This is an optimization exercise on Yosys and OpenROAD, whose aim is small area, a short achievable clock period and few clock cycles per item, not a production implementation.
Only simulation tests tie the RTL to the original design; equivalence was not proved.
Power is estimated from default activity; no workload was simulated.

$ cat design/flow/run.sh
#!/bin/bash
# synth_recipe.tcl (not shown) runs the flow's synth.tcl, then flattens the netlist and writes it again
# the make line also repeats each setting of config.mk as NAME=value (left out here)
make -C /OpenROAD-flow-scripts/flow DESIGN_CONFIG=/design/flow/config.mk WORK_HOME=/design/flow/orfs CLKGATE_MAP_FILE= SYNTH_SCRIPT=/design/flow/synth_recipe.tcl finish
$ cat design/flow/config.mk
export PLATFORM = sky130hd
export DESIGN_NAME = cvt_top
export DESIGN_NICKNAME = cvt_top
export VERILOG_FILES = /design/flow/design.v
export SDC_FILE = /design/flow/constraint.sdc
export NUM_CORES = 4
export LEC_CHECK = 0
export CAP_MARGIN = 20
export CORE_MARGIN = 2
export CORE_UTILIZATION = 40
export SLEW_MARGIN = 20
$ cat design/flow/constraint.sdc
create_clock -name core_clock -period 6.0 [get_ports {clk}]
set_input_delay 1.2000 -clock core_clock [delete_from_list [all_inputs] [get_ports {clk}]]
set_output_delay 1.2000 -clock core_clock [all_outputs]
set_load 0.01 [all_outputs]
$ cat design/flow/design.v
`timescale 1ns/1ps
package cvt_types_pkg;
	typedef enum logic [2:0] {
		IDLE,
		CFG_READ,      
		STORE,         
		SORT,          
		OUTPUT,        
		CLEAR_CNT      
	} cvt_state_e;
	typedef enum logic [31:0] {
		MODE_CHANNEL_MAJOR = 32'd1,    
		MODE_ROW_MAJOR     = 32'd2     
	} cvt_mode_e;
endpackage
`timescale 1ns/1ps
package cvt_cfg_pkg;
	typedef logic [31:0] cfg_field_t;
	typedef struct packed {
		logic [31:0] mode;          
		cfg_field_t ch_step;         
		cfg_field_t chpart_step;     
		cfg_field_t ch_part_num;     
	} cvt_cfg_t;
endpackage
`timescale 1ns/1ps
module cvt_fsm (
	input logic                      clk,
	input logic                      reset,
	input logic                      din_empty_n,    
	output  cvt_types_pkg::cvt_state_e ctrl_state,
	output logic ctrl_clear,
	input logic ctrl_cfg_done,
	input logic ctrl_store_done,
	input logic ctrl_sort_done,
	input logic ctrl_out_done,
	output cvt_types_pkg::cvt_state_e state
);
	localparam int CLR_N = 3;
	cvt_types_pkg::cvt_state_e state_q;
	cvt_types_pkg::cvt_state_e state_d;
	logic [1:0]       sort_dly;    
	logic [CLR_N-2:0] clr_sh;      
	always_ff @(posedge clk or posedge reset) begin
		if (reset) begin
			state_q  <= cvt_types_pkg::IDLE;
			sort_dly <= '0;
			clr_sh   <= '0;
		end else begin
			state_q  <= state_d;
			sort_dly <= {sort_dly[0], ctrl_sort_done};    
			if (state_q == cvt_types_pkg::CLEAR_CNT) begin
				clr_sh <= {clr_sh[CLR_N-3:0], 1'b1};
			end else begin
				clr_sh <= '0;
			end
		end
	end
	always_comb begin
		state_d = state_q;
		case (state_q)
			cvt_types_pkg::IDLE:
				state_d = din_empty_n ? cvt_types_pkg::CFG_READ : state_q;
			cvt_types_pkg::CFG_READ:
				state_d = ctrl_cfg_done ? cvt_types_pkg::STORE : state_q;
			cvt_types_pkg::STORE:
				state_d = ctrl_store_done ? cvt_types_pkg::SORT : state_q;
			cvt_types_pkg::SORT:
				state_d = sort_dly[1] ? cvt_types_pkg::OUTPUT : state_q;    
			cvt_types_pkg::OUTPUT:
				state_d = ctrl_out_done ? cvt_types_pkg::CLEAR_CNT : state_q;
			cvt_types_pkg::CLEAR_CNT:
				state_d = clr_sh[CLR_N-2] ? cvt_types_pkg::IDLE : state_q;   
			default:
				state_d = cvt_types_pkg::IDLE;
		endcase
	end
	assign ctrl_state = state_q;
	assign ctrl_clear = (state_q == cvt_types_pkg::CLEAR_CNT);
	assign state      = state_q;    
endmodule
`timescale 1ns/1ps
module cvt_sort_counter (
	input logic                  clk,
	input logic                  reset,
	input  cvt_cfg_pkg::cvt_cfg_t cfg,
	input  cvt_types_pkg::cvt_state_e ctrl_state,
	input logic ctrl_clear,
	output logic ctrl_sort_done,
	output logic [$clog2(16)-1:0] sort_bank_addr,
	output logic sort_bank_sel,
	output logic [$clog2(8)-1:0] sort_byte_sel,
	output logic [$clog2(8):0] sort_lane,
	output logic [$clog2(32)-1:0] sort_sort_addr,
	output logic sort_step
);
	localparam int LANE_W  = $clog2(8);
	localparam int BANK_AW = $clog2(16);
	localparam int SORT_AW = $clog2(32);
	logic is_cm;        
	logic step;
	logic done;
	logic sort_fin;     
	logic lane_wrap;
	logic part_wrap;
	logic bank_wrap;
	logic byte_wrap;
	logic [LANE_W-1:0]  lane_cnt;     
	logic               part_cnt;     
	logic               bank_cnt;
	logic [LANE_W-1:0]  byte_cnt;
	logic [BANK_AW-1:0] col_part;     
	logic [SORT_AW-1:0] sort_addr;    
	cvt_cfg_pkg::cfg_field_t addr_sum;
	assign is_cm = (cfg.mode == cvt_types_pkg::MODE_CHANNEL_MAJOR);
	assign step  = (ctrl_state == cvt_types_pkg::SORT) & ~sort_fin;
	assign lane_wrap = (lane_cnt == '1);
	assign part_wrap = (cvt_cfg_pkg::cfg_field_t'(part_cnt) == cfg.ch_part_num - 1);
	assign bank_wrap = bank_cnt;
	assign byte_wrap = (byte_cnt == '1);
	assign done = step & (sort_addr == '1) & (~is_cm | lane_wrap);
	always_ff @(posedge clk or posedge reset) begin
		if (reset) begin
			lane_cnt  <= '0;
			part_cnt  <= 1'b0;
			bank_cnt  <= 1'b0;
			byte_cnt  <= '0;
			col_part  <= '0;
			sort_addr <= '0;
			sort_fin  <= 1'b0;
		end else if (ctrl_clear) begin
			lane_cnt  <= '0;
			part_cnt  <= 1'b0;
			bank_cnt  <= 1'b0;
			byte_cnt  <= '0;
			col_part  <= '0;
			sort_addr <= '0;
			sort_fin  <= 1'b0;
		end else if (step) begin
			if (is_cm) begin
				lane_cnt <= lane_cnt + 1'b1;
				if (lane_wrap) begin
					part_cnt <= part_wrap ? 1'b0 : ~part_cnt;
				end
				if (lane_wrap & part_wrap) begin
					bank_cnt <= ~bank_cnt;
				end
				if (lane_wrap & part_wrap & bank_wrap) begin
					byte_cnt <= byte_cnt + 1'b1;
				end
				if (lane_wrap & part_wrap & bank_wrap & byte_wrap) begin
					col_part <= col_part + 1'b1;
				end
			end
			if (~is_cm | lane_wrap) begin
				sort_addr <= sort_addr + 1'b1;    
			end
			sort_fin <= done;
		end
	end
	assign addr_sum = cvt_cfg_pkg::cfg_field_t'(lane_cnt) * cfg.ch_step
		+ cvt_cfg_pkg::cfg_field_t'(part_cnt) * cfg.chpart_step
		+ cvt_cfg_pkg::cfg_field_t'(col_part);
	assign sort_bank_sel  = is_cm ? bank_cnt : sort_addr[SORT_AW-1];
	assign sort_bank_addr = is_cm ? addr_sum[BANK_AW-1:0] : sort_addr[BANK_AW-1:0];
	assign sort_byte_sel  = byte_cnt;
	assign sort_lane      = is_cm ? {1'b0, lane_cnt} : (LANE_W+1)'(8);   
	assign sort_sort_addr = sort_addr;
	assign sort_step      = step;
	assign ctrl_sort_done = done;
endmodule
`timescale 1ns/1ps
module cvt_store (
	input logic                       clk,
	input logic                       reset,
	input logic [64-1:0]  din_data,
	input logic                       din_empty_n,
	output logic                       din_read,
	output cvt_cfg_pkg::cvt_cfg_t      cfg,
	output logic [64-1:0]  bank_data,    
	input  cvt_types_pkg::cvt_state_e ctrl_state,
	input logic ctrl_clear,
	output logic ctrl_cfg_done,
	output logic ctrl_store_done,
	input logic [$clog2(16)-1:0] sort_bank_addr,
	input logic sort_bank_sel,
	input logic sort_step
);
	localparam int HALF    = 64 / 2;
	localparam int BANK_AW = $clog2(16);
	localparam int ST_W    = BANK_AW + 1;               
	localparam int CFG_W   = $clog2(2);
	logic in_cfg;
	logic in_store;
	logic take;                  
	logic [CFG_W-1:0] cfg_cnt;
	logic [ST_W-1:0]  st_cnt;    
	logic [64-1:0] bank_mem [2][16];
	assign in_cfg   = (ctrl_state == cvt_types_pkg::CFG_READ);
	assign in_store = (ctrl_state == cvt_types_pkg::STORE);
	assign take     = din_read & din_empty_n;
	assign ctrl_cfg_done   = take & in_cfg & (cfg_cnt == CFG_W'(2 - 1));
	assign ctrl_store_done = take & in_store & (st_cnt == '1);
	always_ff @(posedge clk or posedge reset) begin
		if (reset) begin
			din_read <= 1'b0;
			cfg_cnt  <= '0;
			st_cnt   <= '0;
		end else begin
			din_read <= din_empty_n & (in_cfg | (in_store & ~ctrl_store_done));
			if (ctrl_clear) begin
				cfg_cnt <= '0;
				st_cnt  <= '0;
			end else begin
				if (take & in_cfg) begin
					cfg_cnt <= cfg_cnt + 1'b1;
				end
				if (take & in_store) begin
					st_cnt <= st_cnt + 1'b1;
				end
			end
		end
	end
	always_ff @(posedge clk or posedge reset) begin
		if (reset) begin
			cfg.mode        <= cvt_types_pkg::MODE_ROW_MAJOR;
			cfg.ch_step     <= '0;
			cfg.chpart_step <= '0;
			cfg.ch_part_num <= 32'd1;
		end else if (take & in_cfg) begin
			if (cfg_cnt == '0) begin
				cfg.mode    <= din_data[64-1 -: HALF];
				cfg.ch_step <= din_data[HALF-1:0];
			end else begin
				cfg.chpart_step <= din_data[64-1 -: HALF];
				cfg.ch_part_num <= din_data[HALF-1:0];
			end
		end
	end
	always_ff @(posedge clk) begin
		if (take & in_store) begin
			bank_mem[st_cnt[ST_W-1]][st_cnt[BANK_AW-1:0]] <= din_data;    
		end
		if (sort_step) begin
			bank_data <= bank_mem[sort_bank_sel][sort_bank_addr];
		end
	end
endmodule
`timescale 1ns/1ps
module cvt_sort_mem (
	input logic                      clk,
	input logic                      reset,
	input logic [64-1:0] bank_data,
	input logic                      dout_full_n,
	output logic [64-1:0] dout_data,
	output logic                      dout_last,
	output logic                      dout_write,
	input  cvt_types_pkg::cvt_state_e ctrl_state,
	input logic ctrl_clear,
	output logic ctrl_out_done,
	input logic [$clog2(8)-1:0] sort_byte_sel,
	input logic [$clog2(8):0] sort_lane,
	input logic [$clog2(32)-1:0] sort_sort_addr,
	input logic sort_step
);
	localparam int W       = 64;
	localparam int LANES   = 8;
	localparam int LANE_W  = $clog2(LANES);
	localparam int SORT_AW = $clog2(32);
	logic              s1_step;
	logic [LANE_W:0]   s1_lane;
	logic [LANE_W-1:0] s1_byte;
	logic [SORT_AW-1:0] s1_addr;
	logic [7:0]        pick;
	logic [W-1:0]      wr_data;
	logic [LANES-1:0]  wr_be;
	logic              s2_we;
	logic [SORT_AW-1:0] s2_addr;
	logic [W-1:0]      s2_data;
	logic [LANES-1:0]  s2_be;
	logic [W-1:0]      sort_mem [32];
	logic              adv;         
	logic              rd_issue;
	logic [SORT_AW:0]  rd_cnt;      
	logic              a_vld;
	logic              a_last;
	logic [W-1:0]      rd_data;
	assign pick = bank_data[W-1 - 8*s1_byte -: 8];
	always_comb begin
		if (s1_lane == (LANE_W+1)'(LANES)) begin
			wr_data = bank_data;    
			wr_be   = '1;
		end else begin
			wr_data = {LANES{pick}};
			wr_be   = {1'b1, {(LANES-1){1'b0}}} >> s1_lane[LANE_W-1:0];
		end
	end
	always_ff @(posedge clk or posedge reset) begin
		if (reset) begin
			s1_step <= 1'b0;
			s2_we   <= 1'b0;
		end else begin
			s1_step <= sort_step;
			s2_we   <= s1_step;
		end
	end
	always_ff @(posedge clk) begin
		s1_lane <= sort_lane;
		s1_byte <= sort_byte_sel;
		s1_addr <= sort_sort_addr;
		s2_addr <= s1_addr;
		s2_data <= wr_data;
		s2_be   <= wr_be;
		for (int i = 0; i < LANES; i++) begin
			if (s2_we & s2_be[i]) begin
				sort_mem[s2_addr][8*i +: 8] <= s2_data[8*i +: 8];
			end
		end
		if (rd_issue & adv) begin
			rd_data <= sort_mem[rd_cnt[SORT_AW-1:0]];
		end
		if (a_vld & adv) begin
			dout_data <= rd_data;
		end
	end
	assign adv      = dout_full_n;
	assign rd_issue = (ctrl_state == cvt_types_pkg::OUTPUT)
		& (rd_cnt < (SORT_AW+1)'(32));
	always_ff @(posedge clk or posedge reset) begin
		if (reset) begin
			rd_cnt     <= '0;
			a_vld      <= 1'b0;
			a_last     <= 1'b0;
			dout_write <= 1'b0;
			dout_last  <= 1'b0;
		end else if (ctrl_clear) begin
			rd_cnt <= '0;    
		end else if (adv) begin
			if (rd_issue) begin
				rd_cnt <= rd_cnt + 1'b1;
			end
			a_vld      <= rd_issue;
			a_last     <= rd_issue & (rd_cnt == (SORT_AW+1)'(32 - 1));
			dout_write <= a_vld;
			dout_last  <= a_last;
		end
	end
	assign ctrl_out_done = dout_write & dout_last & dout_full_n;    
endmodule
`timescale 1ns/1ps
module cvt_top (
	input  logic                      clk,
	input  logic                      reset,
	input  logic [64-1:0] din_data,
	input  logic                      din_empty_n,
	output logic                      din_read,
	input  logic                      dout_full_n,
	output logic [64-1:0] dout_data,
	output logic                      dout_last,
	output logic                      dout_write
);
	cvt_cfg_pkg::cvt_cfg_t     cfg;
	logic [64-1:0] bank_data;
	cvt_types_pkg::cvt_state_e ctrl_state;    
	logic ctrl_clear;                         
	logic ctrl_cfg_done;                      
	logic ctrl_store_done;
	logic ctrl_sort_done;
	logic ctrl_out_done;
	logic [$clog2(16)-1:0] sort_bank_addr;    
	logic                               sort_bank_sel;     
	logic [$clog2(8)-1:0]      sort_byte_sel;     
	logic [$clog2(8):0]        sort_lane;         
	logic [$clog2(32)-1:0] sort_sort_addr;    
	logic                               sort_step;         
	cvt_fsm i_fsm (
		.clk              (clk),
		.reset            (reset),
		.din_empty_n      (din_empty_n),
		.ctrl_state       (ctrl_state),
		.ctrl_clear       (ctrl_clear),
		.ctrl_cfg_done    (ctrl_cfg_done),
		.ctrl_store_done  (ctrl_store_done),
		.ctrl_sort_done   (ctrl_sort_done),
		.ctrl_out_done    (ctrl_out_done),
		.state            ()
	);
	cvt_store i_store (
		.clk              (clk),
		.reset            (reset),
		.din_data         (din_data),
		.din_empty_n      (din_empty_n),
		.din_read         (din_read),
		.cfg              (cfg),
		.bank_data        (bank_data),
		.ctrl_state       (ctrl_state),
		.ctrl_clear       (ctrl_clear),
		.ctrl_cfg_done    (ctrl_cfg_done),
		.ctrl_store_done  (ctrl_store_done),
		.sort_bank_addr   (sort_bank_addr),
		.sort_bank_sel    (sort_bank_sel),
		.sort_step        (sort_step)
	);
	cvt_sort_counter i_sort_counter (
		.clk              (clk),
		.reset            (reset),
		.cfg              (cfg),
		.ctrl_state       (ctrl_state),
		.ctrl_clear       (ctrl_clear),
		.ctrl_sort_done   (ctrl_sort_done),
		.sort_bank_addr   (sort_bank_addr),
		.sort_bank_sel    (sort_bank_sel),
		.sort_byte_sel    (sort_byte_sel),
		.sort_lane        (sort_lane),
		.sort_sort_addr   (sort_sort_addr),
		.sort_step        (sort_step)
	);
	cvt_sort_mem i_sort_mem (
		.clk              (clk),
		.reset            (reset),
		.bank_data        (bank_data),
		.dout_full_n      (dout_full_n),
		.dout_data        (dout_data),
		.dout_last        (dout_last),
		.dout_write       (dout_write),
		.ctrl_state       (ctrl_state),
		.ctrl_clear       (ctrl_clear),
		.ctrl_out_done    (ctrl_out_done),
		.sort_byte_sel    (sort_byte_sel),
		.sort_lane        (sort_lane),
		.sort_sort_addr   (sort_sort_addr),
		.sort_step        (sort_step)
	);
endmodule
==> results by group <==
STA
  – Number of max-slew violations in the final report: 0
  – Hold violation count in the final report: 0
  – Worst Tran Pin Value: 1.13 ns
  – Final TNS setup: 0 ns
  – Time the worst path needs with I/O delays and setup: 5.31 ns
  – Period utilisation layout: 0.885
  – RSZ-0062 raised after global routing: false
  – Count of endpoints failing setup in the final report: 0
  – Maximum operating frequency: 188 MHz
  – Tightest slew margin relative to the limit: 0.242
  – Post-Route Skew: 0.0565 ns

Global route
  – Wire length of the first global-routing pass: 643 mm
  – Via count of the first global-routing pass: 85786
  – Overall track demand over capacity in global routing: 0.205
  – Largest net degree at the start of global routing: 154
  – Initial antenna violation count: 24
  – Global route total overflow: 0

Power
  – Combinational cell fraction of total power: 0.141
  – Maximum VDD drop: 0.000291 V
  – Static leakage: 0.0608 uW
  – Net switching component of the power: 18700 uW
  – Ratio of total power to cell area: 381 mW/mm2
  – Proportion of power drawn by the clock network: 0.375
  – Cell Int Power: 56300 uW
  – Sequential share of power: 0.484
  – Switching fraction of total power: 0.249

Floorplan
  – Die boundary height: 660 um
  – Core footprint: 0.428 mm2
  – Number of placement rows: 240
  – Number of primary I/O pins: 135
  – Initial core utilization: 0.402
  – Die X-Extent: 660 um
  – Die area: 0.435 mm2

Synthesis
  – Net count after synthesis: 8248
  – Area of the mapped netlist: 0.172 mm2
  – Sequential fraction of the synthesis area: 0.775
  – Number of unique standard cell types used by synthesis: 72
  – Number of synthesized register bits: 4493
  – Warnings, synthesis: 4
  – Post-synthesis average cell area: 21.1 um2
  – Post-synthesis instance total: 8156
  – Proportion of synthesized flip-flops having asynchronous set or reset: 0.0258
  – Most used flip-flop cell after synthesis: edfxtp_1
  – Number of enable flip-flop cells after synthesis: 4288

CTS
  – Total number of H-tree levels: 5
  – Number of instances resized during post-cts repair: 0
  – Clock latency on the worst-skew pair: 1.00 ns
  – # clock sinks: 4493
  – Library cell used as clock root buffer: clkbuf_16
  – Total CTS buffers: 453
  – Post-CTS Hold Buffers: 0
  – Register clock-pin slew on the reported worst setup and hold paths: 0.06 ns
  – Number of setup buffers added after CTS: 0
  – Worst-case clock buffer depth: 4
  – Clock tree from TritonCTS: yes

Final layout
  – Fraction of layout cells with a size suffix above 1: 0.247
  – Post-synthesis to final-layout area growth: 14.4%
  – Sequential cell area: 0.134 mm2
  – Final core area utilization: 0.460
  – Fillers: 35117
  – Area occupied by multi-input gates: 0.0369 mm2
  – Area of all placed cells without fillers: 0.197 mm2
  – Final Net Count: 8590

Critical path
  – Peak fanout along the critical path: 25
  – Kind of critical path: register to register
  – Data required time at the worst endpoint: 6.74 ns
  – Kind of start point of the critical path: register
  – Library cell contributing the largest single delay on the critical path: nand2b_4
  – Cell class contributing the biggest share of worst-path delay: adder cells
  – Data arrival time of the critical path: 6.06 ns
  – Largest stage delay, worst path: 0.58 ns
  – Buffering stage count on the worst path with inverters included: 3
  – Critical Path End Type: register
  – Most repeated library cell on the critical path: fa_1
  – Crit-path cells: and2_1 > fa_1 > inv_1 > fa_1 > fa_1 > inv_1 > fa_1 > xnor2_1 > xnor2_1 > xnor3_1 > mux2i_2 > nand2b_4 > buf_4 > or2_1 > nand4_1 > a222oi_1

Drt
  – Total via count in the routed design: 84596
  – Antenna-violating nets left: 0
  – Residual DRC count: 0
  – Initial DRC Count: 10424
  – DRT Wirelength: 451 mm
  – Post-detailed-route wirelength per cell: 30.9 um
  – Via density: 5.80
  – Pre-Repair DR Iteration Count: 6

Outcome
  – Run status: complete, no violations

Placed design
  – DP Wirelength: 265 mm
  – Port Buf Inserts: 134
  – Placed cell area: 0.182 mm2
  – Final GP Congestion: 0.832

Flow run
  – Max_cap viols: 0

Worst hold path
  – Path type of the worst min-delay path: register to register
through the flow:
stage	hold WS, ns	power, uW	std cells	setup WS [ns]
5_1_grt	0.340	77400	14583	0.474
6_report	0.323	75000	14588	0.690
4_1_cts	0.333	75600	14578	0.769
3_5_place_dp	0.314	47700	13728	0.814
3_3_place_gp	0.316	47600	13727	0.968
2_1_floorplan	0.310	43700	8156	0.745
cell type report:
type / instances / share of cell area
Clock buffer: 623 / 0.0638
Sequential cell: 4493 / 0.678
Clock inverter: 227 / 0.0116
Antenna cell: 8 / 0.000102
Multi-Input combinational cell: 3121 / 0.187
Tap cell: 5687 / 0.0361
Inverter: 28 / 0.000572
Timing Repair Buffer: 401 / 0.0223
synthesized netlist by cell type, types with 8 or more instances:
| cell | instances | area, um2 |
|---|---|---|
| buf_1 | 74 | 278 |
| nor2_1 | 339 | 1270 |
| o21ai_0 | 193 | 966 |
| xor2_1 | 8 | 70.1 |
| and3_1 | 383 | 2400 |
| dfrtp_1 | 114 | 2850 |
| clkbuf_1 | 333 | 1250 |
| or2_1 | 58 | 363 |
| a21oi_1 | 19 | 95.1 |
| mux4_2 | 979 | 22000 |
| edfxtp_1 | 4288 | 129000 |
| nor3_1 | 13 | 65.1 |
| buf_2 | 100 | 500 |
| mux2i_1 | 140 | 1400 |
| ha_1 | 19 | 238 |
| and2_1 | 15 | 93.8 |
| nand3_1 | 25 | 125 |
| a21o_1 | 66 | 495 |
| nand4_1 | 68 | 425 |
| mux2_2 | 136 | 1530 |
| inv_1 | 28 | 105 |
| o21ai_1 | 15 | 75.1 |
| a211oi_1 | 373 | 2800 |
| a222oi_1 | 61 | 611 |
| dfxtp_1 | 89 | 1780 |
| nand2_1 | 99 | 372 |
| xnor2_1 | 8 | 70.1 |
power groups by stage:
stage	combinational, uW	sequential [uW]	clock, uW
after floorplan	7190	36500	0
after global placement	10600	37000	0
after detailed placement	10700	37000	0
after CTS	10700	36400	28500
after global routing	11300	36400	29700
final	10600	36300	28100
worst register-to-register path: stages, from the launching register on:
cell	delay [ns]
dfrtp_1	0.44
and2_1	0.21
fa_1	0.54
inv_1	0.05
fa_1	0.45
fa_1	0.51
inv_1	0.06
fa_1	0.38
xnor2_1	0.15
xnor2_1	0.19
xnor3_1	0.25
mux2i_2	0.40
nand2b_4	0.58
buf_4	0.37
or2_1	0.13
nand4_1	0.09
a222oi_1	0.28
registers in the layout, summed over array words and instances, names as in the netlist, 6 cells and up:
signal                count
i_sort_mem.dout_data     64
i_sort_mem.rd_cnt         6
i_sort_mem.rd_data       64
i_sort_mem.s2_be          8
i_sort_mem.s2_data       64
i_sort_mem.sort_mem    2048
i_store.bank_data        64
i_store.bank_mem       2048
i_store.cfg              72
routing by layer:
layer / vias to the layer above / track usage / part of all wire
li1: 34854 / - / -
met1: 45255 / 0.276 / 0.40
met2: 3680 / 0.338 / 0.49
met3: 797 / 0.0334 / 0.077
met4: 10 / 0.0719 / 0.038
met5: - / 0 / 0.00015
cell families (layout without fill, tap and decap cells):
kind of cell	Yosys count	after routing	synth area share
compound gates	761	761	0.0309
xor+xnor	18	18	0.00108
fa+ha+maj	24	24	0.00196
buf+inv	542	1279	0.0128
flops	4493	4493	0.775
mux	1255	1255	0.145
other cells	0	8	0
simple gates	1063	1063	0.0326
placed cells by master (no fill, tap or decap), drive strengths merged, types with 7 or more instances in the layout:
cell / instances
edfxtp: 4288
mux4: 979
clkbuf: 623
and3: 383
a211oi: 373
nor2: 341
buf: 305
o21ai: 208
clkinv: 168
mux2i: 140
mux2: 136
dfrtp: 114
nand2: 99
clkdlybuf4s50: 96
dfxtp: 89
nand4: 68
a21o: 66
a222oi: 61
or2: 60
inv: 42
bufinv: 36
nand3: 25
ha: 19
a21oi: 19
and2: 17
nor3: 13
clkinvlp: 9
nor4: 9
diode: 8
xor2: 8
xnor2: 8
a31oi: 7
nand2b: 7
or4: 7
final timing paths:
path,startpoint,to,slack [ns],depth (start not counted)
min in group asynchronous,reset,i_sort_mem.dout_write$_DFFE_PP0P_,0.63,2
setup reg to reg,i_sort_counter.lane_cnt[1]$_DFFE_PP0P_,i_store.bank_data[13]$_DFFE_PP_,0.69,16
max in group asynchronous,reset,i_store.cfg[29]$_DFFE_PP0P_,4.33,3
hold / removal,i_sort_mem.s1_addr[3]$_DFF_P_,i_sort_mem.s2_addr[3]$_DFF_P_,0.32,0
hold reg to reg,i_sort_mem.s1_addr[3]$_DFF_P_,i_sort_mem.s2_addr[3]$_DFF_P_,0.32,0
setup / recovery,i_sort_counter.lane_cnt[1]$_DFFE_PP0P_,i_store.bank_data[13]$_DFFE_PP_,0.69,16
Testbench counts, summed over its fixed seeds: cycles 24,808, frames 96.

port drivers added, routing unchanged:
In the flow no input, the clock included, has a driving cell. The finished layout below was timed again as built, in two steps.
Step 1 (the two cells are an assumption about what drives the block):
set clk [get_ports {clk}]
set_driving_cell -lib_cell sky130_fd_sc_hd__clkbuf_16 $clk
set_driving_cell -lib_cell sky130_fd_sc_hd__buf_2 [delete_from_list [all_inputs] $clk]
Step 2 times the ports against the registers' clock, not the clock port: input delays grow and output delays shrink by t, the midpoint of the rising clock arrivals with the driver on.
Slacks: no drivers / after step 1 / after step 2; pairs: no drivers / after step 1.
shift t [ns]: 1.079
setup slack, ns: 0.690 / 0.690 / 0.690
latest minus earliest clock arrival (ns): 0.063 / 0.063
slew at the worst register clock pin (ns): 0.07 / 0.07
After both steps setup and hold are still met in this run. The setup slack of this run moves by 0.000 ns with the drivers and by 0.000 ns with both steps.
